This is an optimization exercise on Yosys and OpenROAD, whose aim is small area, a short achievable clock period and few clock cycles per item, not a production implementation.
Function was checked by simulation only, so behaviour that the tests miss may differ from the original.

===== flow/design.v =====
package ttf_pkg;
    localparam int MAG_W = 49;    
    localparam int NRM_W = 30;    
endpackage
module ttf_sqrt2 (
    input  logic [31:0] i_rem,
    input  logic [31:0] i_root,
    input  logic [3:0]  i_bits,
    output logic [31:0] o_rem,
    output logic [31:0] o_root
);
    always_comb begin
        logic [34:0] rem2, trial, d;
        logic [31:0] rm, rt;
        rm = i_rem;
        rt = i_root;
        for (int i = 0; i < 2; i++) begin
            rem2  = {1'b0, rm, i_bits[3-2*i -: 2]};
            trial = {1'b0, rt, 2'b01};
            d     = rem2 - trial;
            if (!d[34]) begin
                rm = d[31:0];
                rt = {rt[30:0], 1'b1};
            end else begin
                rm = rem2[31:0];
                rt = {rt[30:0], 1'b0};
            end
        end
        o_rem  = rm;
        o_root = rt;
    end
endmodule
module ttf_div2 (
    input  logic [31:0] i_rem,
    input  logic [30:0] i_div,
    output logic [31:0] o_rem,
    output logic [1:0]  o_q
);
    always_comb begin
        logic [32:0] r2, d;
        logic [31:0] rm;
        rm = i_rem;
        for (int i = 0; i < 2; i++) begin
            r2 = {rm, 1'b0};
            d  = r2 - {2'b0, i_div};
            if (!d[32]) begin
                rm = d[31:0];
                o_q[1-i] = 1'b1;
            end else begin
                rm = r2[31:0];
                o_q[1-i] = 1'b0;
            end
        end
        o_rem = rm;
    end
endmodule
module triangle_tangent_frame_top (
    input  logic               i_clk,
    input  logic               i_rst_n,
    input  logic               i_in_valid,
    output logic               o_in_stall,
    input  logic [23:0]        i_vertex_id,
    input  logic signed [31:0] i_pos_x,
    input  logic signed [31:0] i_pos_y,
    input  logic signed [31:0] i_pos_z,
    input  logic signed [15:0] i_tex_u,
    input  logic signed [15:0] i_tex_v,
    output logic               o_out_valid,
    input  logic               i_out_stall,
    output logic [23:0]        o_out_vertex_id,
    output logic signed [15:0] o_tangent_x,
    output logic signed [15:0] o_tangent_y,
    output logic signed [15:0] o_tangent_z,
    output logic signed [15:0] o_bitangent_x,
    output logic signed [15:0] o_bitangent_y,
    output logic signed [15:0] o_bitangent_z,
    output logic               o_degenerate,
    output logic               o_last_of_triangle
);
    localparam int MW = ttf_pkg::MAG_W;
    localparam int NW = ttf_pkg::NRM_W;
    logic [2:0] r_t;           
    logic [5:0] r_v;           
    logic       r_par [6];     
    logic       r_sc;          
    logic [1:0] r_cc;          
    logic       r_full;        
    logic       shift;         
    logic en, e1_free, e2_free, acc_ok, accept, acc2, start;
    assign o_out_valid = r_v[5] && (r_t >= 3'd1) && (r_t <= 3'd3);
    assign en          = !(o_out_valid && i_out_stall);
    assign e1_free     = !r_full && !(r_v[0] && r_t < 3'd6);
    assign e2_free     = !r_full && !(r_v[0] && r_t != 3'd7);
    assign acc_ok      = (r_cc == 2'd0) ? !r_full :
                         (r_cc == 2'd1) ? e1_free : e2_free;
    assign o_in_stall  = !acc_ok;
    assign accept      = i_in_valid && acc_ok;
    assign acc2        = accept && (r_cc == 2'd2);
    assign start       = en && (r_t == 3'd7) && (r_full || acc2);
    assign shift       = en && (r_t == 3'd7);
    always_ff @(posedge i_clk) begin
        if (!i_rst_n) begin
            r_t    <= 3'd7;
            r_v    <= '0;
            r_sc   <= '0;
            r_cc   <= '0;
            r_full <= 1'b0;
        end else begin
            if (accept) r_cc <= (r_cc == 2'd2) ? 2'd0 : r_cc + 2'd1;
            if (start) r_full <= 1'b0;
            else if (acc2) r_full <= 1'b1;
            if (en) begin
                if (r_t == 3'd7) begin
                    r_v  <= {r_v[4:0], start};
                    r_sc <= r_sc ^ start;
                    r_t  <= ({r_v[4:0], start} != 6'd0) ? 3'd0 : 3'd7;
                end else begin
                    r_t <= r_t + 3'd1;
                end
            end
        end
    end
    logic [23:0] r_idin [3];
    logic [23:0] r_ida [6][3];
    always_ff @(posedge i_clk) begin
        if (shift) begin
            r_par[0] <= r_sc;
            for (int a = 1; a < 6; a++) r_par[a] <= r_par[a-1];
            r_ida[0][0] <= r_idin[0];
            r_ida[0][1] <= r_idin[1];
            r_ida[0][2] <= acc2 ? i_vertex_id : r_idin[2];
            for (int r = 0; r < 3; r++) begin
                for (int a = 1; a < 6; a++) r_ida[a][r] <= r_ida[a-1][r];
            end
        end
    end
    logic signed [31:0] r_p0 [3];
    logic signed [15:0] r_u0, r_v0;
    logic signed [32:0] r_e1 [3];
    logic signed [32:0] r_e2 [3];
    logic signed [16:0] r_du1, r_dv1, r_du2, r_dv2;
    always_ff @(posedge i_clk) begin
        if (accept) begin
            r_idin[r_cc] <= i_vertex_id;
            case (r_cc)
                2'd0: begin
                    r_p0[0] <= i_pos_x;
                    r_p0[1] <= i_pos_y;
                    r_p0[2] <= i_pos_z;
                    r_u0    <= i_tex_u;
                    r_v0    <= i_tex_v;
                end
                2'd1: begin
                    r_e1[0] <= 33'(i_pos_x) - 33'(r_p0[0]);
                    r_e1[1] <= 33'(i_pos_y) - 33'(r_p0[1]);
                    r_e1[2] <= 33'(i_pos_z) - 33'(r_p0[2]);
                    r_du1   <= 17'(i_tex_u) - 17'(r_u0);
                    r_dv1   <= 17'(i_tex_v) - 17'(r_v0);
                end
                default: begin
                    r_e2[0] <= 33'(i_pos_x) - 33'(r_p0[0]);
                    r_e2[1] <= 33'(i_pos_y) - 33'(r_p0[1]);
                    r_e2[2] <= 33'(i_pos_z) - 33'(r_p0[2]);
                    r_du2   <= 17'(i_tex_u) - 17'(r_u0);
                    r_dv2   <= 17'(i_tex_v) - 17'(r_v0);
                end
            endcase
        end
    end
    logic signed [16:0] r_opa1, r_opa2;
    logic signed [32:0] r_opx1, r_opx2;
    logic signed [49:0] r_prod1, r_prod2;
    logic signed [32:0] r_ce12;
    logic signed [16:0] mux_a1, mux_a2;
    logic signed [32:0] mux_x1, mux_x2;
    always_comb begin
        logic [1:0] k;
        logic signed [32:0] e1k;
        k   = 2'((r_t - 3'd1) >> 1);
        e1k = (r_t == 3'd6) ? r_ce12 : r_e1[k];
        if (r_t == 3'd0) begin
            mux_a1 = r_du1;   mux_x1 = 33'(r_dv2);
            mux_a2 = r_du2;   mux_x2 = 33'(r_dv1);
        end else if (r_t[0]) begin
            mux_a1 = r_dv2;   mux_x1 = e1k;
            mux_a2 = r_dv1;   mux_x2 = r_e2[k];
        end else begin
            mux_a1 = r_du1;   mux_x1 = r_e2[k];
            mux_a2 = r_du2;   mux_x2 = e1k;
        end
    end
    logic signed [50:0] res;
    logic [MW-1:0]      mag;
    assign res = 51'(r_prod1) - 51'(r_prod2);
    assign mag = res[50] ? MW'(-res) : MW'(res);
    logic [MW-1:0] r_mt [3];
    logic [MW-1:0] r_mb [3];
    logic [2:0]    r_st_tmp, r_sb_tmp;
    logic [5:0]    r_dneg, r_dzero;
    always_ff @(posedge i_clk) begin
        if (en) begin
            if (r_v[0] && r_t <= 3'd6) begin
                r_opa1 <= mux_a1;
                r_opx1 <= mux_x1;
                r_opa2 <= mux_a2;
                r_opx2 <= mux_x2;
            end
            if (r_v[0] && r_t == 3'd5) r_ce12 <= r_e1[2];
            r_prod1 <= r_opa1 * r_opx1;
            r_prod2 <= r_opa2 * r_opx2;
            if (r_v[0] && r_t == 3'd2) begin
                r_dneg[0]  <= res[50];
                r_dzero[0] <= (res == '0);
            end
            if (r_t == 3'd7) begin
                r_dneg[5:1]  <= r_dneg[4:0];
                r_dzero[5:1] <= r_dzero[4:0];
            end
            if (r_v[0] && r_t == 3'd3) begin r_mt[0] <= mag; r_st_tmp[0] <= res[50]; end
            if (r_v[0] && r_t == 3'd4) begin r_mb[0] <= mag; r_sb_tmp[0] <= res[50]; end
            if (r_v[0] && r_t == 3'd5) begin r_mt[1] <= mag; r_st_tmp[1] <= res[50]; end
            if (r_v[0] && r_t == 3'd6) begin r_mb[1] <= mag; r_sb_tmp[1] <= res[50]; end
            if (r_v[0] && r_t == 3'd7) begin r_mt[2] <= mag; r_st_tmp[2] <= res[50]; end
            if (r_v[1] && r_t == 3'd0) begin r_mb[2] <= mag; r_sb_tmp[2] <= res[50]; end
        end
    end
    logic          nrm_b;
    logic [MW-1:0] nm [3];
    logic [MW-1:0] nor_all;
    logic [4:0]    nsh;
    logic [NW-1:0] nn [3];
    assign nrm_b = (r_t == 3'd1);
    always_comb begin
        for (int k = 0; k < 3; k++) nm[k] = nrm_b ? r_mb[k] : r_mt[k];
        nor_all = nm[0] | nm[1] | nm[2];
        nsh = '0;
        for (int i = NW; i < MW; i++) if (nor_all[i]) nsh = 5'(i - NW + 1);
        for (int k = 0; k < 3; k++) nn[k] = NW'(nm[k] >> nsh);
    end
    logic [NW-1:0] r_nt [1:3][3];
    logic [NW-1:0] r_nb [1:4][3];
    logic [2:0]    r_st [1:4];
    logic [2:0]    r_sb [1:5];
    logic [1:4]    r_zt;
    logic [1:5]    r_zb;
    always_ff @(posedge i_clk) begin
        if (en) begin
            if (r_v[1] && r_t == 3'd0) begin
                for (int k = 0; k < 3; k++) r_nt[1][k] <= nn[k];
                r_st[1] <= r_st_tmp;
                r_zt[1] <= (nor_all == '0);
            end
            if (r_v[1] && r_t == 3'd1) begin
                for (int k = 0; k < 3; k++) r_nb[1][k] <= nn[k];
                r_sb[1] <= r_sb_tmp;
                r_zb[1] <= (nor_all == '0);
            end
            if (r_t == 3'd7) begin
                for (int k = 0; k < 3; k++) begin
                    for (int a = 2; a <= 3; a++) r_nt[a][k] <= r_nt[a-1][k];
                    for (int a = 2; a <= 4; a++) r_nb[a][k] <= r_nb[a-1][k];
                end
                for (int a = 2; a <= 4; a++) begin
                    r_st[a] <= r_st[a-1];
                    r_zt[a] <= r_zt[a-1];
                end
                for (int a = 2; a <= 5; a++) begin
                    r_sb[a] <= r_sb[a-1];
                    r_zb[a] <= r_zb[a-1];
                end
            end
        end
    end
    logic [NW-1:0]   r_sqop;
    logic [2*NW-1:0] r_sq;
    logic [2*NW+1:0] r_s;
    logic [2*NW-1:0] sq_full;
    always_comb begin
        sq_full = '0;
        for (int i = 0; i < NW; i++) begin
            logic [2*NW-1:0] row;
            row = '0;
            row[2*i] = r_sqop[i];
            for (int j = i + 1; j < NW; j++) row[i+j+1] = r_sqop[i] & r_sqop[j];
            sq_full = sq_full + row;
        end
    end
    always_ff @(posedge i_clk) begin
        if (en) begin
            case (r_t)
                3'd1: r_sqop <= r_nt[1][0];
                3'd2: r_sqop <= r_nt[1][1];
                3'd3: r_sqop <= r_nt[1][2];
                3'd4: r_sqop <= r_nb[1][0];
                3'd5: r_sqop <= r_nb[1][1];
                3'd6: r_sqop <= r_nb[1][2];
                default: ;
            endcase
            r_sq <= sq_full;
            if (r_t == 3'd3 || r_t == 3'd6) r_s <= (2*NW+2)'(r_sq);
            else r_s <= r_s + (2*NW+2)'(r_sq);
        end
    end
    logic [31:0] r_rem [4];
    logic [31:0] r_root [4];
    logic [63:0] r_rad [4];
    logic [31:0] o_rem [4];
    logic [31:0] o_root [4];
    logic [63:0] s_fin;
    logic        ld [4];
    logic [30:0] r_lt, r_lb;
    assign s_fin = 64'(r_s + (2*NW+2)'(r_sq));
    assign ld[0] = r_v[1] && r_t == 3'd5 && !r_par[1];
    assign ld[1] = r_v[1] && r_t == 3'd5 &&  r_par[1];
    assign ld[2] = r_v[2] && r_t == 3'd0 && !r_par[2];
    assign ld[3] = r_v[2] && r_t == 3'd0 &&  r_par[2];
    for (genvar u = 0; u < 4; u++) begin : g_sqrt
        ttf_sqrt2 u_sq (.i_rem(r_rem[u]), .i_root(r_root[u]), .i_bits(r_rad[u][63:60]),
                        .o_rem(o_rem[u]), .o_root(o_root[u]));
        always_ff @(posedge i_clk) begin
            if (en) begin
                r_rem[u]  <= ld[u] ? 32'd0 : o_rem[u];
                r_root[u] <= ld[u] ? 32'd0 : o_root[u];
                r_rad[u]  <= ld[u] ? s_fin : {r_rad[u][59:0], 4'd0};
            end
        end
    end
    always_ff @(posedge i_clk) begin
        if (en) begin
            if (r_v[3] && r_t == 3'd5) r_lt <= r_par[3] ? o_root[1][30:0] : o_root[0][30:0];
            if (r_v[4] && r_t == 3'd0) r_lb <= r_par[4] ? o_root[3][30:0] : o_root[2][30:0];
        end
    end
    logic [31:0] r_drt [3];
    logic [31:0] r_drb [3];
    logic [15:0] r_dqt [3];
    logic [15:0] r_dqb [3];
    logic [31:0] dot_rem [3];
    logic [31:0] dob_rem [3];
    logic [1:0]  dot_q [3];
    logic [1:0]  dob_q [3];
    logic        dldt, dldb;
    assign dldt = (r_t == 3'd5);
    assign dldb = (r_t == 3'd0);
    for (genvar k = 0; k < 3; k++) begin : g_div
        ttf_div2 u_dt (.i_rem(r_drt[k]), .i_div(r_lt), .o_rem(dot_rem[k]), .o_q(dot_q[k]));
        ttf_div2 u_db (.i_rem(r_drb[k]), .i_div(r_lb), .o_rem(dob_rem[k]), .o_q(dob_q[k]));
        always_ff @(posedge i_clk) begin
            if (en) begin
                r_drt[k] <= dldt ? 32'(r_nt[3][k]) : dot_rem[k];
                r_drb[k] <= dldb ? 32'(r_nb[4][k]) : dob_rem[k];
                r_dqt[k] <= {r_dqt[k][13:0], dot_q[k]};
                r_dqb[k] <= {r_dqb[k][13:0], dob_q[k]};
            end
        end
    end
    logic signed [15:0] r_ot [3];
    logic signed [15:0] r_ob [3];
    logic               r_odeg, r_degt;
    logic [15:0]        qvt [3];
    logic [15:0]        qvb [3];
    logic               zt, zb, dnt, dnb;
    assign dnt = r_dneg[4];
    assign dnb = r_dneg[5];
    assign zt  = r_dzero[4] | r_zt[4];
    assign zb  = r_dzero[5] | r_zb[5];
    always_comb begin
        for (int k = 0; k < 3; k++) begin
            logic [15:0] q16, qf;
            q16    = {r_dqt[k][13:0], dot_q[k]};
            qf     = 16'((16'(q16[15:1]) + 16'd1) >> 1);
            qvt[k] = zt ? 16'd0 : ((r_st[4][k] ^ dnt) ? -qf : qf);
            q16    = {r_dqb[k][13:0], dob_q[k]};
            qf     = 16'((16'(q16[15:1]) + 16'd1) >> 1);
            qvb[k] = zb ? 16'd0 : ((r_sb[5][k] ^ dnb) ? -qf : qf);
        end
    end
    always_ff @(posedge i_clk) begin
        if (en) begin
            if (r_v[4] && r_t == 3'd5) begin
                for (int k = 0; k < 3; k++) r_ot[k] <= qvt[k];
                r_degt <= zt;
            end
            if (r_v[5] && r_t == 3'd0) begin
                for (int k = 0; k < 3; k++) r_ob[k] <= qvb[k];
                r_odeg <= r_degt | zb;
            end
        end
    end
    logic [1:0] fr;
    assign fr = 2'(r_t - 3'd1);
    assign o_out_vertex_id    = r_ida[5][fr];
    assign o_tangent_x        = r_ot[0];
    assign o_tangent_y        = r_ot[1];
    assign o_tangent_z        = r_ot[2];
    assign o_bitangent_x      = r_ob[0];
    assign o_bitangent_y      = r_ob[1];
    assign o_bitangent_z      = r_ob[2];
    assign o_degenerate       = r_odeg;
    assign o_last_of_triangle = (r_t == 3'd3);
endmodule

===== flow/run.sh =====
#!/bin/bash
# synth_recipe.tcl (not shown) runs the flow's synth.tcl, then flattens the netlist and writes it again
# the make line also repeats each setting of config.mk as NAME=value (left out here)
make -C /OpenROAD-flow-scripts/flow DESIGN_CONFIG=/design/flow/config.mk WORK_HOME=/design/flow/orfs CLKGATE_MAP_FILE= SYNTH_SCRIPT=/design/flow/synth_recipe.tcl finish

===== flow/config.mk =====
export PLATFORM = sky130hd
export DESIGN_NAME = triangle_tangent_frame_top
export DESIGN_NICKNAME = triangle_tangent_frame_top
export VERILOG_FILES = /design/flow/design.v
export SDC_FILE = /design/flow/constraint.sdc
export NUM_CORES = 4
export LEC_CHECK = 0
export ABC_CLOCK_PERIOD_IN_PS = 5000
export CAP_MARGIN = 20
export CORE_MARGIN = 2
export CORE_UTILIZATION = 50
export CTS_BUF_LIST = sky130_fd_sc_hd__clkbuf_8
export SETUP_SLACK_MARGIN = 3.5
export SLEW_MARGIN = 20

===== flow/constraint.sdc =====
create_clock -name core_clock -period 10.0 [get_ports {i_clk}]
set_input_delay 2.0000 -clock core_clock [delete_from_list [all_inputs] [get_ports {i_clk}]]
set_output_delay 2.0000 -clock core_clock [all_outputs]
set_load 0.01 [all_outputs]

==> results of run 1 <==
per-stage QoR:
step | worst slack, ns | util | instance area [um^2]
3_3_place_gp | 1.25 | 0.523 | 237000
3_5_place_dp | 1.14 | 0.523 | 237000
6_report | 2.57 | 0.581 | 263000
2_1_floorplan | -6.96 | - | 228000
4_1_cts | 2.70 | 0.570 | 258000
5_1_grt | 2.28 | 0.581 | 263000
Yosys cell counts, types with 145 or more instances:
master / instances / area share
nor2_1: 1499 / 0.025
mux2_2: 202 / 0.010
nand2b_1: 173 / 0.0048
mux2i_1: 248 / 0.011
nand3_1: 296 / 0.0065
xnor2_1: 710 / 0.027
ha_1: 1322 / 0.073
clkbuf_1: 741 / 0.012
and3_1: 145 / 0.0040
xor2_1: 346 / 0.013
a31oi_1: 283 / 0.0078
a21oi_1: 1178 / 0.026
nand2_1: 2706 / 0.045
fa_1: 1436 / 0.13
inv_1: 2101 / 0.035
o21a_1: 185 / 0.0061
and2_1: 723 / 0.020
o21ai_0: 1157 / 0.025
nor3_1: 227 / 0.0050
edfxtp_1: 3238 / 0.43
a21o_1: 420 / 0.014
state kept, by name (all words and copies together) (netlist names), 42 cells and up, named ones only:
| signal | flops |
|---|---|
| r_ida | 408 |
| r_nb | 360 |
| r_nt | 270 |
| r_rad | 256 |
| r_mb | 147 |
| r_mt | 147 |
| r_rem | 128 |
| r_root | 128 |
| r_e1 | 99 |
| r_e2 | 99 |
| r_drb | 96 |
| r_drt | 96 |
| r_p0 | 96 |
| r_idin | 72 |
| r_s | 62 |
| r_sq | 59 |
| r_prod1 | 50 |
| r_prod2 | 50 |
| r_ob | 48 |
| r_ot | 48 |
| r_dqb | 42 |
| r_dqt | 42 |
kinds of logic after synthesis:
| logic type | after synthesis |
|---|---|
| compound gates | 4541 |
| xor+xnor | 1057 |
| fa+ha+maj | 2758 |
| buf+inv | 3009 |
| flops | 3251 |
| mux | 508 |
| simple gates | 6423 |
repair_timing:
| action | in CTS | in global routing |
|---|---|---|
| setup endpoints to repair | 449 | 443 |
| hold buffers | 0 | 0 |
| gates cloned | 41 | 22 |
| buffers inserted | 651 | 207 |
| gates resized for setup | 915 | 645 |
| pin swaps | 398 | 387 |
area by class of cell:
cell class                      instances  area (um^2)
Fill cell                           38500       190000
Multi-Input combinational cell      15300       124000
Sequential cell                      3251        97500
Timing Repair Buffer                 1461        14800
Inverter                             2112         8210
Clock buffer                          588         8090
Tap cell                             5976         7480
Clock inverter                        424         2820
Timing Repair inverter                  7         65.1
Antenna cell                           22         55.1
layer usage:
| layer | part of all wire | global-route usage | vias up |
|---|---|---|---|
| met2 | 0.47 | 0.475 | 6202 |
| li1 | - | - | 78000 |
| met1 | 0.40 | 0.370 | 82900 |
| met5 | 0.00016 | 0 | - |
| met4 | 0.068 | 0.169 | 18 |
| met3 | 0.068 | 0.0465 | 1646 |
path summary, 6_finish.rpt:
path	to	slack, ns	cells after the start	start
worst max-delay path	r_drt[0][1]	2.57	39	r_lt[0]
worst min register to register	r_ida[1][10]	0.38	0	r_idin[1][10]
worst min-delay path	r_ida[1][10]	0.38	0	r_idin[1][10]
worst max register to register	r_drt[0][1]	2.57	39	r_lt[0]
==> summary.md, run 1 <==
| Metric | Value |
|---|---|
| Skew final | `0.0805 ns` |
| GRT Resource Usage Total | `0.292` |
| Post-Synth Adder-Cell Area | `0.199` |
| Clk Latency, worst-skew pair | `1.24 ns` |
| Main combinational cell family by area after synthesis | `adder cells` |
| Clock Sinks | `3,251` |
| Max FO, Critical Path | `6` |
| Max-cap violation count | `0` |
| Global-route wire length before repair | `1030 mm` |
| Critical path's slowest cell | `edfxtp_1` |
| Dpl cells | `27,200` |
| Post-route minimum period | `7.43 ns` |
| Die area | `461,000 um^2` |
| Synth Area in Simple Gates | `0.129` |
| Num ports | `280` |
| Setup TNS | `0 ns` |
| H-tree levels | `6` |
| Layout Cells excl Fill | `29,100` |
| CTS tree | `done` |
| Initial antenna violation count | `31` |
| Post-detail-place hpwl | `491 mm` |
| Routability cong. | `0.969` |
| Hold WS | `0.378 ns` |
| Commonest non-fill, non-tap cell in the layout | `edfxtp_1` |
| Avg WL per Cell | `23.8 um` |
| Final hold violations | `0` |
| PortBufs | `279` |
| Via count | `169,000` |
| CORE AREA | `453,000 um^2` |
| Row count | `247` |
| Startpoint Class | `register` |
| Num CTS Buffers | `575` |
| Crit. End Element | `register` |
| Crit Path Class | `reg -> reg` |
| Ys Warns | `59` |
| Most frequent cells in the layout | `edfxtp_1, nand2_1, inv_1` |
| Syn Std Cell Area | `228,000 um^2` |
| Die H | `679 um` |
| CP delay by family, top | `compound AO/OA/AOI/OAI gates` |
| Mapped Nets | `24,500` |
| Vias in the first global route | `167,000` |
| Yosys cell types | `116` |
| Fmax | `0.135 GHz` |
| Worst EP arrival | `8.39 ns` |
| Largest net degree at the start of global routing | `206` |
| WP data required | `10.96 ns` |
| Register bit total from synthesis | `3,251` |
| Min-Delay Path Class | `reg -> reg` |
| Drt initial violations | `14,900` |
| Avg Synthesized Cell Area | `10.6 um^2` |
| Die span in x | `679 um` |
| Slew @ Worst Pin | `1.27 ns` |
| RSZ-0062 raised after global routing | `true` |
| Status | `complete, no violations` |
| Worst path max stage delay | `0.44 ns` |
| Max-slew headroom | `0.148` |
| Final #Nets | `25,600` |
| Crit path top cell by count | `buf_6` |
| Xor and xnor area share after synthesis | `0.0407` |
| Final Setup Violations | `0` |
| Synth async-reset ratio | `0` |
| Overflow after GRT | `0` |
| Vias per cell | `5.79` |
| Syn Inst Count | `21,500` |
| Share of layout cells above drive strength 1 | `0.141` |
| Post-synth EDFFs | `3,238` |
| ANT nets after route | `0` |
| Mux share of post-synthesis cell area | `0.0266` |
| Area Growth Syn to Fin | `15.7%` |
| Drt pass-1 iters | `6` |
| Part of the cycle the worst path needs | `0.743` |
| CTS Buffer Depth | `4` |
| Pins over their slew limit | `0` |
| Buf+Inv Stages, Crit Path | `15` |
| Post-synthesis compound-gate area fraction | `0.126` |
| Final WL | `693 mm` |
| Root Driver | `clkbuf_8` |
| CTS clk-pin slew, worst paths | `0.07 ns` |
| Starting density of the core | `0.502` |
| Main synth FF type | `edfxtp_1` |
| Post-synthesis sequential area ratio | `0.428` |
| Number of remaining DRC errors | `0` |
Testbench counts, summed over its fixed seeds: cycles 2,872, items 320.
==> run 2, diff against run 1 <==
--- a/flow/design.v
+++ b/flow/design.v
@@ -193,10 +193,11 @@
     logic [MW-1:0]      mag;
     assign res = 51'(r_prod1) - 51'(r_prod2);
     assign mag = res[50] ? MW'(-res) : MW'(res);
-    logic [MW-1:0] r_mt [3];
-    logic [MW-1:0] r_mb [3];
-    logic [2:0]    r_st_tmp, r_sb_tmp;
+    logic [MW-1:0] r_m [5];
+    logic [4:0]    r_sg;
+    logic          m_shift;
     logic [5:0]    r_dneg, r_dzero;
+    assign m_shift = (r_v[0] && r_t >= 3'd3) || (r_v[1] && r_t == 3'd0);
     always_ff @(posedge i_clk) begin
         if (en) begin
             if (r_v[0] && r_t <= 3'd6) begin
@@ -216,22 +217,22 @@
                 r_dneg[5:1]  <= r_dneg[4:0];
                 r_dzero[5:1] <= r_dzero[4:0];
             end
-            if (r_v[0] && r_t == 3'd3) begin r_mt[0] <= mag; r_st_tmp[0] <= res[50]; end
-            if (r_v[0] && r_t == 3'd4) begin r_mb[0] <= mag; r_sb_tmp[0] <= res[50]; end
-            if (r_v[0] && r_t == 3'd5) begin r_mt[1] <= mag; r_st_tmp[1] <= res[50]; end
-            if (r_v[0] && r_t == 3'd6) begin r_mb[1] <= mag; r_sb_tmp[1] <= res[50]; end
-            if (r_v[0] && r_t == 3'd7) begin r_mt[2] <= mag; r_st_tmp[2] <= res[50]; end
-            if (r_v[1] && r_t == 3'd0) begin r_mb[2] <= mag; r_sb_tmp[2] <= res[50]; end
+            if (m_shift) begin
+                r_m[0]  <= mag;
+                r_sg[0] <= res[50];
+                for (int i = 1; i < 5; i++) begin
+                    r_m[i]  <= r_m[i-1];
+                    r_sg[i] <= r_sg[i-1];
+                end
+            end
         end
     end
-    logic          nrm_b;
     logic [MW-1:0] nm [3];
     logic [MW-1:0] nor_all;
     logic [4:0]    nsh;
     logic [NW-1:0] nn [3];
-    assign nrm_b = (r_t == 3'd1);
     always_comb begin
-        for (int k = 0; k < 3; k++) nm[k] = nrm_b ? r_mb[k] : r_mt[k];
+        for (int k = 0; k < 3; k++) nm[k] = r_m[4 - 2*k];
         nor_all = nm[0] | nm[1] | nm[2];
         nsh = '0;
         for (int i = NW; i < MW; i++) if (nor_all[i]) nsh = 5'(i - NW + 1);
@@ -247,12 +248,12 @@
         if (en) begin
             if (r_v[1] && r_t == 3'd0) begin
                 for (int k = 0; k < 3; k++) r_nt[1][k] <= nn[k];
-                r_st[1] <= r_st_tmp;
+                r_st[1] <= {r_sg[0], r_sg[2], r_sg[4]};
                 r_zt[1] <= (nor_all == '0);
             end
             if (r_v[1] && r_t == 3'd1) begin
                 for (int k = 0; k < 3; k++) r_nb[1][k] <= nn[k];
-                r_sb[1] <= r_sb_tmp;
+                r_sb[1] <= {r_sg[0], r_sg[2], r_sg[4]};
                 r_zb[1] <= (nor_all == '0);
             end
             if (r_t == 3'd7) begin
==> run 2 against run 1 <==
Net effect:
- still clean on timing, DRC and antenna
- maximum frequency is 9.4% higher
- cell area down 1.5%
- synthesized cell count is 1.7% lower
- flip-flop and latch count shrank 50
- final cell count decreased by 1.7%
- first-iteration DRC count down 12%
- clock-buffer cell count shrank 16
- wire length decreased by 6.6%
- register-to-register slack improved by 0.64 ns
- utilization up 0.056 points
- global-route usage fell by 1.4 points
==> summary.md, run 2 <==
| Metric | Value |
|---|---|
| Post-synthesis compound-gate area fraction | `0.127 (was 0.126)` |
| Yosys top cell area share | `0.427 (about the same)` |
| Routability cong. | `0.929 (was 0.969)` |
| Drt initial violations | `13,100 (was 14,900)` |
| Num CTS Buffers | `565 (was 575)` |
| Crit. End Element | `register (unchanged)` |
| Fmax | `0.147 GHz (was 0.135 GHz)` |
| Min-Delay Path Class | `reg -> reg (unchanged)` |
| Area Growth Syn to Fin | `15.7% (about the same)` |
| Xor and xnor area share after synthesis | `0.0419 (was 0.0407)` |
| Crit Path Class | `reg -> reg (unchanged)` |
| DP Worst Slack | `1.34 ns (was 1.14 ns)` |
| Synth area leader | `edfxtp_1 (unchanged)` |
| Initial antenna violation count | `29 (was 31)` |
| Final #Nets | `25,200 (was 25,600)` |
| Crit path top cell by count | `a21o_1 (was buf_6)` |
| Worst path max stage delay | `0.51 ns (was 0.44 ns)` |
| ANT nets after route | `0 (unchanged)` |
| Num ports | `280 (unchanged)` |
| Worst R2R Start | `r_lb[17] (was r_lt[0])` |
| Ys Warns | `57 (was 59)` |
| Max-cap violation count | `0 (unchanged)` |
| Post-route minimum period | `6.79 ns (was 7.43 ns)` |
| Flop-to-flop setup slack | `3.21 ns (was 2.57 ns)` |
| Crit path depth | `27 (was 39)` |
| Vias per cell | `5.72 (was 5.79)` |
| Skew final | `0.0953 ns (was 0.0805 ns)` |
| Biggest regs | `r_ida x408, r_nb x360, r_nt x270 (unchanged)` |
| Number of remaining DRC errors | `0 (unchanged)` |
| Critical path's slowest cell | `or4_4 (was edfxtp_1)` |
| Commonest non-fill, non-tap cell in the layout | `edfxtp_1 (unchanged)` |
| H-tree levels | `6 (unchanged)` |
| Status | `complete, no violations (unchanged)` |
| Pins over their slew limit | `0 (unchanged)` |
| Setup crit start | `r_lb[17] (was r_lt[0])` |
| Syn Std Cell Area | `224,000 um^2 (was 228,000 um^2)` |
| Part of the cycle the worst path needs | `0.679 (was 0.743)` |
| Worst Setup Slack, final | `3.21 ns (was 2.57 ns)` |
| Final hold violations | `0 (unchanged)` |
| Top cells by area, synth | `edfxtp_1, fa_1, ha_1, nand2_1, inv_1 (unchanged)` |
| Avg WL per Cell | `22.6 um (was 23.8 um)` |
| Synth Area in Simple Gates | `0.126 (was 0.129)` |
| Vias in the first global route | `162,000 (was 167,000)` |
| Die area | `453,000 um^2 (was 461,000 um^2)` |
| Worst Setup EP | `r_drb[0][30] (was r_drt[0][1])` |
| Yosys cell types | `117 (was 116)` |
| Mapped Nets | `24,100 (was 24,500)` |
| Root Driver | `clkbuf_8 (unchanged)` |
| Reg2reg path depth | `27 (was 39)` |
| Via count | `164,000 (was 169,000)` |
| CTS tree | `done (unchanged)` |
| Final core occ | `0.582 (was 0.581)` |
| Clk Latency, worst-skew pair | `1.25 ns (was 1.24 ns)` |
| PortBufs | `279 (unchanged)` |
| Die H | `673 um (was 679 um)` |
| Largest net degree at the start of global routing | `209 (was 206)` |
| Post-cts hold buffer count | `0 (unchanged)` |
| CP delay by family, top | `compound AO/OA/AOI/OAI gates (unchanged)` |
| Max-slew headroom | `0.0929 (was 0.148)` |
| GRT Resource Usage Total | `0.278 (was 0.292)` |
| Post-Synth Adder-Cell Area | `0.202 (was 0.199)` |
| Drt pass-1 iters | `10 (was 6)` |
| Avg Synthesized Cell Area | `10.6 um^2 (about the same)` |
| Final Setup Violations | `0 (unchanged)` |
| Post-synth EDFFs | `3,188 (was 3,238)` |
| Post-synthesis sequential area ratio | `0.428 (about the same)` |
| Worst EP arrival | `7.67 ns (was 8.39 ns)` |
| Mux share of post-synthesis cell area | `0.0246 (was 0.0266)` |
| Syn Inst Count | `21,200 (was 21,500)` |
| Final WL | `647 mm (was 693 mm)` |
| WP data required | `10.88 ns (was 10.96 ns)` |
| Overflow after GRT | `0 (unchanged)` |
| Dpl cells | `26,800 (was 27,200)` |
| Most frequent cell after synthesis | `edfxtp_1 (unchanged)` |
| Slew @ Worst Pin | `1.35 ns (was 1.27 ns)` |
| R2r endpoint | `r_drb[0][30] (was r_drt[0][1])` |
| Buf+Inv Stages, Crit Path | `6 (was 15)` |
| Die span in x | `673 um (was 679 um)` |
| Row count | `245 (was 247)` |
| Starting density of the core | `0.503 (was 0.502)` |
| Main combinational cell family by area after synthesis | `adder cells (unchanged)` |
| Main synth FF type | `edfxtp_1 (unchanged)` |
| CTS Buffer Depth | `4 (unchanged)` |
| RSZ-0062 raised after global routing | `true (unchanged)` |
| CTS clk-pin slew, worst paths | `0.06 ns (was 0.07 ns)` |
| Layout Cells excl Fill | `28,600 (was 29,100)` |
| Share of layout cells above drive strength 1 | `0.134 (was 0.141)` |
| Startpoint Class | `register (unchanged)` |
| Register bit total from synthesis | `3,201 (was 3,251)` |
| Top reg by flops | `r_ida (unchanged)` |
| Post-detail-place hpwl | `453 mm (was 491 mm)` |
| Max FO, Critical Path | `7 (was 6)` |
| Hold WS | `0.381 ns (was 0.378 ns)` |
| Global-route wire length before repair | `971 mm (was 1030 mm)` |
| Most frequent cells in the layout | `edfxtp_1, nand2_1, inv_1 (unchanged)` |
| CORE AREA | `446,000 um^2 (was 453,000 um^2)` |
| Clock Sinks | `3,201 (was 3,251)` |
| Most instantiated cells after synthesis | `edfxtp_1, nand2_1, inv_1 (unchanged)` |
| Largest register FFs | `408 (unchanged)` |
| Synth async-reset ratio | `0 (unchanged)` |
-- run 2: cell count changes in the layout (fill, tap and decap cells not counted), moves of 78 or more --
cell	previous run	this run
a21o_1	419	514
buf_4	847	746
nand2_1	2571	2487
nor2_1	1462	1384
o22ai_1	139	22
-- run 2: cell families after synthesis --
kind of cell / Yosys count
adder cells (fa/ha/maj): 2758
buffers and inverters: 2962
flip-flops: 3201
AND/OR/NAND/NOR: 6159
AO/OA/AOI/OAI: 4528
XOR/XNOR: 1063
multiplexers: 515
-- run 2: per-layer routing --
layer  part of all wire  track usage  wire (um)  vias to the layer above
met4              0.053        0.127      34600                       16
met3              0.062       0.0404      40100                     1274
met2               0.47        0.464     306000                     5159
met1               0.41        0.361     266000                    80900
li1                   -            -          -                    76400
met5            0.00015            0         98                        -
-- run 2: area by class of cell --
class | instances | area, um^2
antenna | 36 | 90.1
clock buffer | 572 | 7870
clock inverter | 437 | 3050
fill | 38100 | 186000
inverter | 2091 | 8200
multi-input combinational | 15000 | 123000
sequential | 3201 | 96000
tap | 5928 | 7420
timing repair buffer | 1336 | 13900
timing repair inverter | 9 | 101
-- run 2: what timing repair did --
| item | in CTS | in global routing |
|---|---|---|
| endpoints found under the hold margin | 0 | 0 |
| gates cloned | 47 | 21 |
| pin swaps | 331 | 425 |
| setup buffers | 493 | 269 |
| resized for setup | 825 | 719 |
| setup endpoints to repair | 417 | 382 |
-- run 2: how the worst min path moves through the flow --
stage                   from      endpoint  slack (ns)  depth (start not counted)
2_1_floorplan   r_idin[2][0]      register        0.40                          0
3_3_place_gp   r_idin[0][14]  r_ida[0][14]        0.40                          0
3_5_place_dp    r_idin[2][0]      register        0.40                          0
4_1_cts          r_nb[5][23]   r_nb[8][23]        0.37                          0
5_1_grt          r_nb[5][23]   r_nb[8][23]        0.38                          0
6_report          r_m[3][13]    r_m[4][13]        0.38                          0
-- run 2: metrics by stage --
step,TNS (ns),instance area (um^2)
5_1_grt,0,259000
3_3_place_gp,0,233000
3_5_place_dp,0,233000
4_1_cts,0,253000
2_1_floorplan,-8974.46,224000
6_report,0,259000
-- run 2: worst register-to-register path, stage by stage, from the launching register on --
cell and delay [ns]:
edfxtp_1 0.36, inv_1 0.08, buf_6 0.13, ha_4 0.23, a2111oi_4 0.33, a32oi_2 0.18, a221o_1 0.36, or4_4 0.51
a2111o_1 0.43, nand3_4 0.22, inv_8 0.08, mux2_4 0.33, ha_4 0.23, a21o_1 0.18, a21o_1 0.18, a221o_1 0.33
a21o_1 0.21, a31o_4 0.22, o221ai_4 0.22, a21oi_4 0.11, o41ai_4 0.29, o21a_1 0.27, xor2_4 0.29, clkinvlp_4 0.22
buf_12 0.17, buf_16 0.15, mux2i_1 0.15, nor2_1 0.05
Testbench counts of run 2, summed over its fixed seeds: cycles 2,872, items 320.
==> run 3, diff against run 2 <==
--- a/flow/config.mk
+++ b/flow/config.mk
@@ -10,5 +10,5 @@
 export CORE_MARGIN = 2
 export CORE_UTILIZATION = 50
 export CTS_BUF_LIST = sky130_fd_sc_hd__clkbuf_8
-export SETUP_SLACK_MARGIN = 3.5
+export SETUP_SLACK_MARGIN = 4.5
 export SLEW_MARGIN = 20
==> run 3 against run 2 <==
Net effect:
- synthesized cell count did not move
- final cell count is 1.2% higher
- cell area grew 2.9%
- sequential share of layout area decreased by 1.1 points
- wire length grew 2.1%
- area after synthesis unchanged
- global-route usage rose by 0.43 points
==> summary.md, run 3 <==
| Metric | Value |
|---|---|
| PortBufs | `279 (unchanged)` |
| Flop-to-flop setup slack | `3.25 ns (was 3.21 ns)` |
| Global-route wire length before repair | `986 mm (was 971 mm)` |
| Worst EP arrival | `7.69 ns (was 7.67 ns)` |
| Register bit total from synthesis | `3,201 (unchanged)` |
| Max-cap violation count | `0 (unchanged)` |
| Slew @ Worst Pin | `1.36 ns (was 1.35 ns)` |
| Final hold violations | `0 (unchanged)` |
| Reg2reg path depth | `25 (was 27)` |
| CTS tree | `done (unchanged)` |
| Avg WL per Cell | `22.8 um (was 22.6 um)` |
| Clk Latency, worst-skew pair | `1.23 ns (was 1.25 ns)` |
| Vias per cell | `5.71 (was 5.72)` |
| Drt pass-1 iters | `8 (was 10)` |
| Num CTS Buffers | `568 (was 565)` |
| Synth async-reset ratio | `0 (unchanged)` |
| Most frequent cell after synthesis | `edfxtp_1 (unchanged)` |
| Largest register FFs | `408 (unchanged)` |
| CTS clk-pin slew, worst paths | `0.06 ns (about the same)` |
| Row count | `245 (unchanged)` |
| Routability cong. | `0.948 (was 0.929)` |
| Mapped Nets | `24,100 (unchanged)` |
| Hold path depth | `0 (unchanged)` |
| Avg Synthesized Cell Area | `10.6 um^2 (unchanged)` |
| Synth area leader | `edfxtp_1 (unchanged)` |
| Drt initial violations | `13,800 (was 13,100)` |
| Setup TNS | `0 ns (unchanged)` |
| Biggest regs | `r_ida x408, r_nb x360, r_nt x270 (unchanged)` |
| Startpoint Class | `register (unchanged)` |
| Yosys top cell area share | `0.427 (unchanged)` |
| Number of remaining DRC errors | `0 (unchanged)` |
| Num ports | `280 (unchanged)` |
| Post-synth EDFFs | `3,188 (unchanged)` |
| Max FO, Critical Path | `7 (unchanged)` |
| Die area | `453,000 um^2 (unchanged)` |
| GRT Resource Usage Total | `0.283 (was 0.278)` |
| Crit. End Element | `register (unchanged)` |
| Die span in x | `673 um (unchanged)` |
| Top reg by flops | `r_ida (unchanged)` |
| Crit path depth | `25 (was 27)` |
| Die H | `673 um (unchanged)` |
| CP delay by family, top | `adder cells (was compound AO/OA/AOI/OAI gates)` |
| Min-Delay Path Class | `reg -> reg (unchanged)` |
| Status | `complete, no violations (unchanged)` |
| Area Growth Syn to Fin | `19.1% (was 15.7%)` |
| Final #Nets | `25,500 (was 25,200)` |
| Crit path top cell by count | `fa_1 (was a21o_1)` |
| ANT nets after route | `0 (unchanged)` |
| Yosys cell types | `117 (unchanged)` |
| Post-cts hold buffer count | `0 (unchanged)` |
| Root Driver | `clkbuf_8 (unchanged)` |
| Post-synthesis sequential area ratio | `0.428 (unchanged)` |
| Ys Warns | `57 (unchanged)` |
| H-tree levels | `6 (unchanged)` |
| Largest net degree at the start of global routing | `190 (was 209)` |
| Skew final | `0.115 ns (was 0.0953 ns)` |
| Part of the cycle the worst path needs | `0.675 (was 0.679)` |
| Final Setup Violations | `0 (unchanged)` |
| Worst R2R Start | `r_opa1[16] (was r_lb[17])` |
| Most instantiated cells after synthesis | `edfxtp_1, nand2_1, inv_1 (unchanged)` |
| R2r endpoint | `r_prod1[49] (was r_drb[0][30])` |
| Post-route minimum period | `6.75 ns (was 6.79 ns)` |
| Syn Std Cell Area | `224,000 um^2 (unchanged)` |
| Most frequent cells in the layout | `edfxtp_1, nand2_1, inv_1 (unchanged)` |
| Pins over their slew limit | `0 (unchanged)` |
| Worst Hold Endpoint | `r_m[4][38] (was r_m[4][13])` |
| Overflow after GRT | `0 (unchanged)` |
| Crit Path Class | `reg -> reg (unchanged)` |
| Vias in the first global route | `164,000 (was 162,000)` |
| Final WL | `661 mm (was 647 mm)` |
| Post-detail-place hpwl | `455 mm (was 453 mm)` |
| Clock Sinks | `3,201 (unchanged)` |
| Starting density of the core | `0.503 (unchanged)` |
| Max-slew headroom | `0.0856 (was 0.0929)` |
| Fmax | `0.148 GHz (was 0.147 GHz)` |
| Fill count | `36,900 (was 38,100)` |
| Syn Inst Count | `21,200 (unchanged)` |
| Buf+Inv Stages, Crit Path | `5 (was 6)` |
| Main synth FF type | `edfxtp_1 (unchanged)` |
| Critical path's slowest cell | `fa_1 (was or4_4)` |
| CTS Buffer Depth | `4 (unchanged)` |
| Hold Path Origin | `r_m[3][38] (was r_m[3][13])` |
| CORE AREA | `446,000 um^2 (unchanged)` |
| WP data required | `10.93 ns (was 10.88 ns)` |
| Register Area | `96,000 um^2 (about the same)` |
| Multi-input logic area | `126,000 um^2 (was 123,000 um^2)` |
| Commonest non-fill, non-tap cell in the layout | `edfxtp_1 (unchanged)` |
| RSZ-0062 raised after global routing | `true (unchanged)` |
| Top cells by area, synth | `edfxtp_1, fa_1, ha_1, nand2_1, inv_1 (unchanged)` |
| Via count | `166,000 (was 164,000)` |
| Worst path max stage delay | `0.54 ns (was 0.51 ns)` |
| Share of layout cells above drive strength 1 | `0.170 (was 0.134)` |
| Initial antenna violation count | `29 (unchanged)` |
| Hold WS | `0.354 ns (was 0.381 ns)` |
-- run 3: routing by layer --
layer | track usage | vias up | share of wire | wire, um
li1 | - | 77100 | - | -
met2 | 0.473 | 5352 | 0.48 | 316000
met4 | 0.129 | 4 | 0.054 | 35500
met5 | 0 | - | 0.000026 | 17
met1 | 0.365 | 81700 | 0.40 | 267000
met3 | 0.0399 | 1404 | 0.063 | 41600
-- run 3: worst max-delay path by stage --
stage / startpoint / to / slack, ns
floorplan: i_out_stall / r_t[1] / -7.08
global route: r_opa1[11] / r_prod1[49] / 3.05
CTS: r_sqop[21] / r_sq[58] / 3.28
finish: r_opa1[16] / r_prod1[49] / 3.25
detailed placement: r_lb[0] / r_drb[2][29] / 1.40
global placement: r_lb[0] / r_drb[2][28] / 1.45
-- run 3: kinds of logic (layout without fill, tap and decap cells) --
logic type	count (synthesis)	after routing	synth area share
compound gates	4528	4530	0.127
xor+xnor	1063	1070	0.0419
fa+ha+maj	2758	2758	0.202
buf+inv	2962	4771	0.0502
flops	3201	3201	0.428
mux	515	515	0.0246
other cells	0	56	0
simple gates	6159	6164	0.126
-- run 3: timing repair --
item | CTS | global route
cloned | 84 | 16
buffers inserted | 773 | 260
pin swaps | 615 | 514
resized for setup | 1650 | 966
endpoints found under the setup margin | 561 | 548
endpoints found under the hold margin | 0 | 0
-- run 3: area by class of cell --
type                       count  share of cell area
clock buffer                 574              0.0296
timing repair buffer        1666              0.0672
tap                         5928              0.0278
sequential                  3201               0.360
antenna                       56            0.000525
clock inverter               427              0.0115
timing repair inverter        13            0.000741
multi-input combinational  15000               0.472
inverter                    2091              0.0305
-- run 3: through the flow --
stage | worst slack [ns] | std cells | area (um^2) | util
global placement | 1.45 | 26800 | 233000 | 0.524
global route | 3.05 | 29000 | 267000 | 0.599
finish | 3.25 | 29000 | 267000 | 0.599
CTS | 3.28 | 28700 | 260000 | 0.584
floorplan | -7.08 | 21200 | 224000 | -
detailed placement | 1.40 | 26800 | 233000 | 0.524
==> run 4, diff against run 3 <==
--- a/flow/config.mk
+++ b/flow/config.mk
@@ -10,5 +10,5 @@
 export CORE_MARGIN = 2
 export CORE_UTILIZATION = 50
 export CTS_BUF_LIST = sky130_fd_sc_hd__clkbuf_8
-export SETUP_SLACK_MARGIN = 4.5
+export SETUP_SLACK_MARGIN = 3.0
 export SLEW_MARGIN = 20
==> run 4 against run 3 <==
Net effect:
- maximum frequency shrank 1.5%
- global-route usage shrank 1.2 points
- clock-buffer cell count shrank 2
- critical path type unchanged
- critical endpoint unchanged
- largest cell class unchanged
==> summary.md, run 4 <==
| Metric | Value |
|---|---|
| H-tree levels | `6 (unchanged)` |
| Skew final | `0.102 ns (was 0.115 ns)` |
| Syn Inst Count | `21,200 (unchanged)` |
| Initial antenna violation count | `28 (was 29)` |
| Slew @ Worst Pin | `1.33 ns (was 1.36 ns)` |
| ANT nets after route | `0 (unchanged)` |
| WP data required | `10.95 ns (was 10.93 ns)` |
| Top reg by flops | `r_ida (unchanged)` |
| Most instantiated cells after synthesis | `edfxtp_1, nand2_1, inv_1 (unchanged)` |
| RSZ-0062 raised after global routing | `true (unchanged)` |
| Setup TNS | `0 ns (unchanged)` |
| Worst path max stage delay | `0.56 ns (was 0.54 ns)` |
| R2r endpoint | `r_prod1[49] (unchanged)` |
| Via count | `161,000 (was 166,000)` |
| Max-cap violation count | `0 (unchanged)` |
| Clk Latency, worst-skew pair | `1.24 ns (was 1.23 ns)` |
| GRT Resource Usage Total | `0.271 (was 0.283)` |
| Hold Path Origin | `r_nb[5][23] (was r_m[3][38])` |
| Post-detail-place hpwl | `453 mm (was 455 mm)` |
| Yosys cell types | `117 (unchanged)` |
| Clock Sinks | `3,201 (unchanged)` |
| Die area | `453,000 um^2 (unchanged)` |
| Part of the cycle the worst path needs | `0.686 (was 0.675)` |
| Synth area leader | `edfxtp_1 (unchanged)` |
| Hold path depth | `0 (unchanged)` |
| Largest register FFs | `408 (unchanged)` |
| Drt initial violations | `13,000 (was 13,800)` |
| Critical path's slowest cell | `fa_1 (unchanged)` |
| Register bit total from synthesis | `3,201 (unchanged)` |
| Final #Nets | `24,700 (was 25,500)` |
| Avg Synthesized Cell Area | `10.6 um^2 (unchanged)` |
| Routability cong. | `0.929 (was 0.948)` |
| Num CTS Buffers | `565 (was 568)` |
| Fin area | `251,000 um^2 (was 267,000 um^2)` |
| CTS clk-pin slew, worst paths | `0.06 ns (about the same)` |
| Final Setup Violations | `0 (unchanged)` |
| Ys Warns | `57 (unchanged)` |
| Highest routed layer | `met5 (unchanged)` |
| Pins over their slew limit | `0 (unchanged)` |
| Overflow after GRT | `0 (unchanged)` |
| Worst Hold Endpoint | `r_nb[8][23] (was r_m[4][38])` |
| Min-Delay Path Class | `reg -> reg (unchanged)` |
| Yosys top cell area share | `0.427 (unchanged)` |
| Reg2reg path depth | `25 (unchanged)` |
| Dpl cell area | `233,000 um^2 (about the same)` |
| Share of layout cells above drive strength 1 | `0.0937 (was 0.170)` |
| Number of remaining DRC errors | `0 (unchanged)` |
| Root Driver | `clkbuf_8 (unchanged)` |
| Crit path top cell by count | `fa_1 (unchanged)` |
| Vias in the first global route | `159,000 (was 164,000)` |
| Fmax | `0.146 GHz (was 0.148 GHz)` |
| Crit. End Element | `register (unchanged)` |
| Drt pass-1 iters | `8 (unchanged)` |
| Die span in x | `673 um (unchanged)` |
| Max FO, Critical Path | `7 (unchanged)` |
| Synth async-reset ratio | `0 (unchanged)` |
| Status | `complete, no violations (unchanged)` |
| Main synth FF type | `edfxtp_1 (unchanged)` |
| Final hold violations | `0 (unchanged)` |
| Biggest regs | `r_ida x408, r_nb x360, r_nt x270 (unchanged)` |
| Most frequent cell after synthesis | `edfxtp_1 (unchanged)` |
| Startpoint Class | `register (unchanged)` |
| Starting density of the core | `0.503 (unchanged)` |
| Mapped Nets | `24,100 (unchanged)` |
| CTS Buffer Depth | `4 (unchanged)` |
| Post-route minimum period | `6.86 ns (was 6.75 ns)` |
| Commonest non-fill, non-tap cell in the layout | `edfxtp_1 (unchanged)` |
| Max-slew headroom | `0.109 (was 0.0856)` |
| Worst R2R Start | `r_opa1[5] (was r_opa1[16])` |
| Num ports | `280 (unchanged)` |
| Post-synth EDFFs | `3,188 (unchanged)` |
| Syn Std Cell Area | `224,000 um^2 (unchanged)` |
| PortBufs | `279 (unchanged)` |
| Die H | `673 um (unchanged)` |
| Post-cts hold buffer count | `0 (unchanged)` |
| Vias per cell | `5.69 (was 5.71)` |
| Row count | `245 (unchanged)` |
| Most frequent cells in the layout | `edfxtp_1, nand2_1, inv_1 (unchanged)` |
| Area Growth Syn to Fin | `12.0% (was 19.1%)` |
| Crit Path Class | `reg -> reg (unchanged)` |
| Worst EP arrival | `7.81 ns (was 7.69 ns)` |
| Global-route wire length before repair | `947 mm (was 986 mm)` |
| Met3 wire len | `36.1 mm (was 41.6 mm)` |
| CORE AREA | `446,000 um^2 (unchanged)` |
| Post-synthesis sequential area ratio | `0.428 (unchanged)` |
| CTS tree | `done (unchanged)` |
| Flop-to-flop setup slack | `3.14 ns (was 3.25 ns)` |
| Largest net degree at the start of global routing | `209 (was 190)` |
| Final WL | `628 mm (was 661 mm)` |
| Avg WL per Cell | `22.2 um (was 22.8 um)` |
| Met2 WL | `301 mm (was 316 mm)` |
| Wl on met1 | `261 mm (was 267 mm)` |
| Top cells by area, synth | `edfxtp_1, fa_1, ha_1, nand2_1, inv_1 (unchanged)` |
run 4: cell counts after synthesis:
No cell type changed its count.
run 4: area by class of cell:
type                            instances  area [um^2]
Multi-Input combinational cell      15000       119000
Timing Repair Buffer                  933         9210
Tap cell                             5928         7420
Clock inverter                        437         3050
Antenna cell                           45          113
Inverter                             2091         8040
Clock buffer                          572         7870
Sequential cell                      3201        96000
Fill cell                           38900       195000
Timing Repair inverter                  3         23.8
run 4: how the worst max path moves through the flow:
stage,startpoint,to,slack [ns]
after floorplan,i_out_stall,r_t[1],-7.08
after global placement,r_lb[0],r_drb[2][29],1.41
after detailed placement,r_lb[0],r_drb[2][19],1.34
after CTS,r_opx2[21],r_prod2[46],3.00
after global routing,r_lt[0],r_drt[1][1],2.85
final,r_opa1[5],r_prod1[49],3.14
run 4: logic make-up after synthesis:
family	share of synthesized area
AND/OR/NAND/NOR	0.126
XOR/XNOR	0.0419
adder cells (fa/ha/maj)	0.202
multiplexers	0.0246
buffers and inverters	0.0502
AO/OA/AOI/OAI	0.127
flip-flops	0.428
run 4: layer usage:
metal	up-vias	track usage
met5	-	0
met4	12	0.113
met3	1170	0.0373
met2	4628	0.456
met1	79300	0.351
li1	75500	-
run 4: metrics by stage:
stage               std cells  utilization  worst slack [ns]  hold WS, ns
floorplan               21200            -             -7.08        0.400
global placement        26800        0.523              1.41        0.400
detailed placement      26800        0.523              1.34        0.405
CTS                     28000        0.554              3.00        0.369
global route            28200        0.563              2.85        0.379
finish                  28200        0.563              3.14        0.375
run 4: repair_timing:
| action | CTS | global route |
|---|---|---|
| pin swaps | 24 | 166 |
| setup endpoints to repair | 333 | 343 |
| cloned | 9 | 21 |
| resized for setup | 162 | 410 |
| buffers inserted | 208 | 182 |
run 4: worst max-delay path, delay by kind of cell, from the launching register on:
family / cells / cell delay [ns]
adders and majority gates: 7 / 3.39
AOI/OAI and AO/OA: 9 / 1.62
buffers and inverters: 6 / 0.55
and+or+nand+nor: 2 / 0.45
DFF: 1 / 0.44
xor gates and xnor gates: 1 / 0.15
==> run 5, diff against run 4 <==
--- a/flow/config.mk
+++ b/flow/config.mk
@@ -10,5 +10,5 @@
 export CORE_MARGIN = 2
 export CORE_UTILIZATION = 50
 export CTS_BUF_LIST = sky130_fd_sc_hd__clkbuf_8
-export SETUP_SLACK_MARGIN = 3.0
+export SETUP_SLACK_MARGIN = 2.5
 export SLEW_MARGIN = 20
==> run 5 against run 4 <==
Net effect:
- wire length down 1.6%
- register-to-register slack worse by 0.37 ns
- synthesized cell count unchanged
- final cell count down 0.80%
- via count fell by 0.97%
- global-route usage fell by 0.20 points
- sequential share of layout area up 0.62 points
- still clean
- worst hold slack lost 0.0011 ns
==> summary.md, run 5 <==
| Metric | Value |
|---|---|
| Clock Sinks | `3,201 (unchanged)` |
| Die span in x | `673 um (unchanged)` |
| Post-synthesis sequential area ratio | `0.428 (unchanged)` |
| Num ports | `280 (unchanged)` |
| Syn Inst Count | `21,200 (unchanged)` |
| Yosys cell types | `117 (unchanged)` |
| Post-detail-place hpwl | `453 mm (unchanged)` |
| Max-slew headroom | `0.0640 (was 0.109)` |
| Biggest regs | `r_ida x408, r_nb x360, r_nt x270 (unchanged)` |
| Skew final | `0.0942 ns (was 0.102 ns)` |
| Vias in the first global route | `158,000 (was 159,000)` |
| Main synth FF type | `edfxtp_1 (unchanged)` |
| Initial antenna violation count | `29 (was 28)` |
| Final core occ | `0.554 (was 0.563)` |
| Final Setup Violations | `0 (unchanged)` |
| Min-Delay Path Class | `reg -> reg (unchanged)` |
| Avg Synthesized Cell Area | `10.6 um^2 (unchanged)` |
| Crit Path Class | `reg -> reg (unchanged)` |
| Die area | `453,000 um^2 (unchanged)` |
| Crit path top cell by count | `a21oi_1 (was fa_1)` |
| Area Growth Syn to Fin | `10.2% (was 12.0%)` |
| RSZ-0062 raised after global routing | `true (unchanged)` |
| CTS tree | `done (unchanged)` |
| Avg WL per Cell | `22.0 um (was 22.2 um)` |
| Vias per cell | `5.68 (was 5.69)` |
| CTS Buffer Depth | `4 (unchanged)` |
| Final hold violations | `0 (unchanged)` |
| Number of remaining DRC errors | `0 (unchanged)` |
| Slew @ Worst Pin | `1.40 ns (was 1.33 ns)` |
| Fmax | `0.138 GHz (was 0.146 GHz)` |
| GRT Resource Usage Total | `0.269 (was 0.271)` |
| Row count | `245 (unchanged)` |
| Drt initial violations | `12,600 (was 13,000)` |
| DP Worst Slack | `1.34 ns (unchanged)` |
| Routability cong. | `0.929 (unchanged)` |
| Part of the cycle the worst path needs | `0.723 (was 0.686)` |
| Synth area leader | `edfxtp_1 (unchanged)` |
| Num CTS Buffers | `565 (unchanged)` |
| ANT nets after route | `0 (unchanged)` |
| Max-cap violation count | `0 (unchanged)` |
| Flop-to-flop setup slack | `2.77 ns (was 3.14 ns)` |
| Yosys top cell area share | `0.427 (unchanged)` |
| Worst EP arrival | `8.30 ns (was 7.81 ns)` |
| Ys Warns | `57 (unchanged)` |
| Worst path max stage delay | `0.50 ns (was 0.56 ns)` |
| Max FO, Critical Path | `35 (was 7)` |
| Register bit total from synthesis | `3,201 (unchanged)` |
| Status | `complete, no violations (unchanged)` |
| Post-synth EDFFs | `3,188 (unchanged)` |
| Top cells by area, synth | `edfxtp_1, fa_1, ha_1, nand2_1, inv_1 (unchanged)` |
| Synth async-reset ratio | `0 (unchanged)` |
| Top reg by flops | `r_ida (unchanged)` |
| Mapped Nets | `24,100 (unchanged)` |
| Starting density of the core | `0.503 (unchanged)` |
| Drt pass-1 iters | `10 (was 8)` |
| Share of layout cells above drive strength 1 | `0.0752 (was 0.0937)` |
| CTS clk-pin slew, worst paths | `0.06 ns (about the same)` |
| Syn Std Cell Area | `224,000 um^2 (unchanged)` |
| Global-route wire length before repair | `941 mm (was 947 mm)` |
| Root Driver | `clkbuf_8 (unchanged)` |
| Via count | `159,000 (was 161,000)` |
| CORE AREA | `446,000 um^2 (unchanged)` |
| Commonest non-fill, non-tap cell in the layout | `edfxtp_1 (unchanged)` |
| Clk Latency, worst-skew pair | `1.24 ns (about the same)` |
| Crit. End Element | `register (unchanged)` |
| WP data required | `11.07 ns (was 10.95 ns)` |
| Most frequent cells in the layout | `edfxtp_1, nand2_1, inv_1 (unchanged)` |
| Most frequent cell after synthesis | `edfxtp_1 (unchanged)` |
| Die H | `673 um (unchanged)` |
| H-tree levels | `6 (unchanged)` |
| Largest register FFs | `408 (unchanged)` |
| Overflow after GRT | `0 (unchanged)` |
| Buf+Inv Stages, Crit Path | `4 (was 6)` |
| Pins over their slew limit | `0 (unchanged)` |
| Startpoint Class | `register (unchanged)` |
| Post-route minimum period | `7.23 ns (was 6.86 ns)` |
| PortBufs | `279 (unchanged)` |
| Most instantiated cells after synthesis | `edfxtp_1, nand2_1, inv_1 (unchanged)` |
| Critical path's slowest cell | `a311o_2 (was fa_1)` |
| Largest net degree at the start of global routing | `209 (unchanged)` |
| Worst Setup Slack, final | `2.77 ns (was 3.14 ns)` |
| Final #Nets | `24,500 (was 24,700)` |
| CP delay by family, top | `compound AO/OA/AOI/OAI gates (was adder cells)` |
| Final WL | `618 mm (was 628 mm)` |
| Post-cts hold buffer count | `0 (unchanged)` |
==> run 5: through the flow <==
step / TNS [ns] / instances / hold slack [ns] / area, um^2
6_report: 0 / 28000 / 0.373 / 247000
5_1_grt: 0 / 28000 / 0.379 / 247000
4_1_cts: 0 / 27900 / 0.369 / 245000
3_5_place_dp: 0 / 26800 / 0.405 / 233000
3_3_place_gp: 0 / 26800 / 0.400 / 233000
2_1_floorplan: -8974.46 / 21200 / 0.400 / 224000
==> run 5: logic make-up after synthesis <==
group	synth area share
compound gates	0.127
xor+xnor	0.0419
fa+ha+maj	0.202
buf+inv	0.0502
flops	0.428
mux	0.0246
simple gates	0.126
==> run 5: what timing repair did <==
item	4_1_cts	5_1_grt
gates cloned	2	8
resized for setup	32	103
buffers inserted	93	92
endpoints found under the setup margin	234	297
pin swaps	4	17
==> run 5: cell type report <==
cell class,instances,area [um^2]
multi-input cells,15000,118000
inverters,2091,7930
flip-flops and latches,3201,96000
repair inverters,2,12.5
clock buffers,572,7870
fillers,39200,199000
clock inverters,437,3050
well taps,5928,7420
diodes,44,110
repair buffers,713,6760
==> run 5: path summary, 6_finish.rpt <==
check | depth (start not counted) | to | startpoint
worst max-delay path | 27 | r_drt[2][17] | r_lt[8]
worst min-delay path | 0 | r_nb[8][23] | r_nb[5][23]
worst max register to register | 27 | r_drt[2][17] | r_lt[8]
worst min register to register | 0 | r_nb[8][23] | r_nb[5][23]
==> run 5: per-layer routing <==
layer  vias up  global-route usage  routed length (um)
met5         -                   0                  88
met4        14               0.109               28100
met3      1110              0.0382               36100
met2      4550               0.454              297000
met1     78400               0.348              257000
li1      75000                   -                   -

-- static timing again, ports no longer ideal --
No port has a modelled driver above. Below, the same layouts with a new extraction and two added sets of constraints.
Step 1 assumes that a clkbuf_16 drives the clock port and a buf_2 every other input.
Step 2 adds t to the input delays and takes it off the output delays; t is the mean of the earliest and latest rising clock arrival at the registers after step 1. Input paths then give back, and output paths get back, about the clock's delay inside the block.
a / b / c = ideal / step 1 / step 2; a / b = the first two.
run	t (ns)	slack for setup (ns)	worst setup path after step 2	clock arrival spread, ns	cell pins on the clock port's net
run 1	1.313	2.570 / 2.570 / 2.570	register to register	0.084 / 0.084	1
run 2	1.318	3.209 / 3.209 / 3.013	input to register	0.102 / 0.102	1
run 3	1.292	3.245 / 3.245 / 3.245	register to register	0.115 / 0.115	1
run 4	1.311	3.139 / 3.139 / 2.986	input to register	0.117 / 0.116	1
run 5	1.313	2.768 / 2.768 / 2.768	register to register	0.111 / 0.111	1
After both steps setup and hold are still met in every run listed. The setup slack of run 2, which loses most, moves by 0.000 ns with the drivers and by -0.196 ns with both steps.
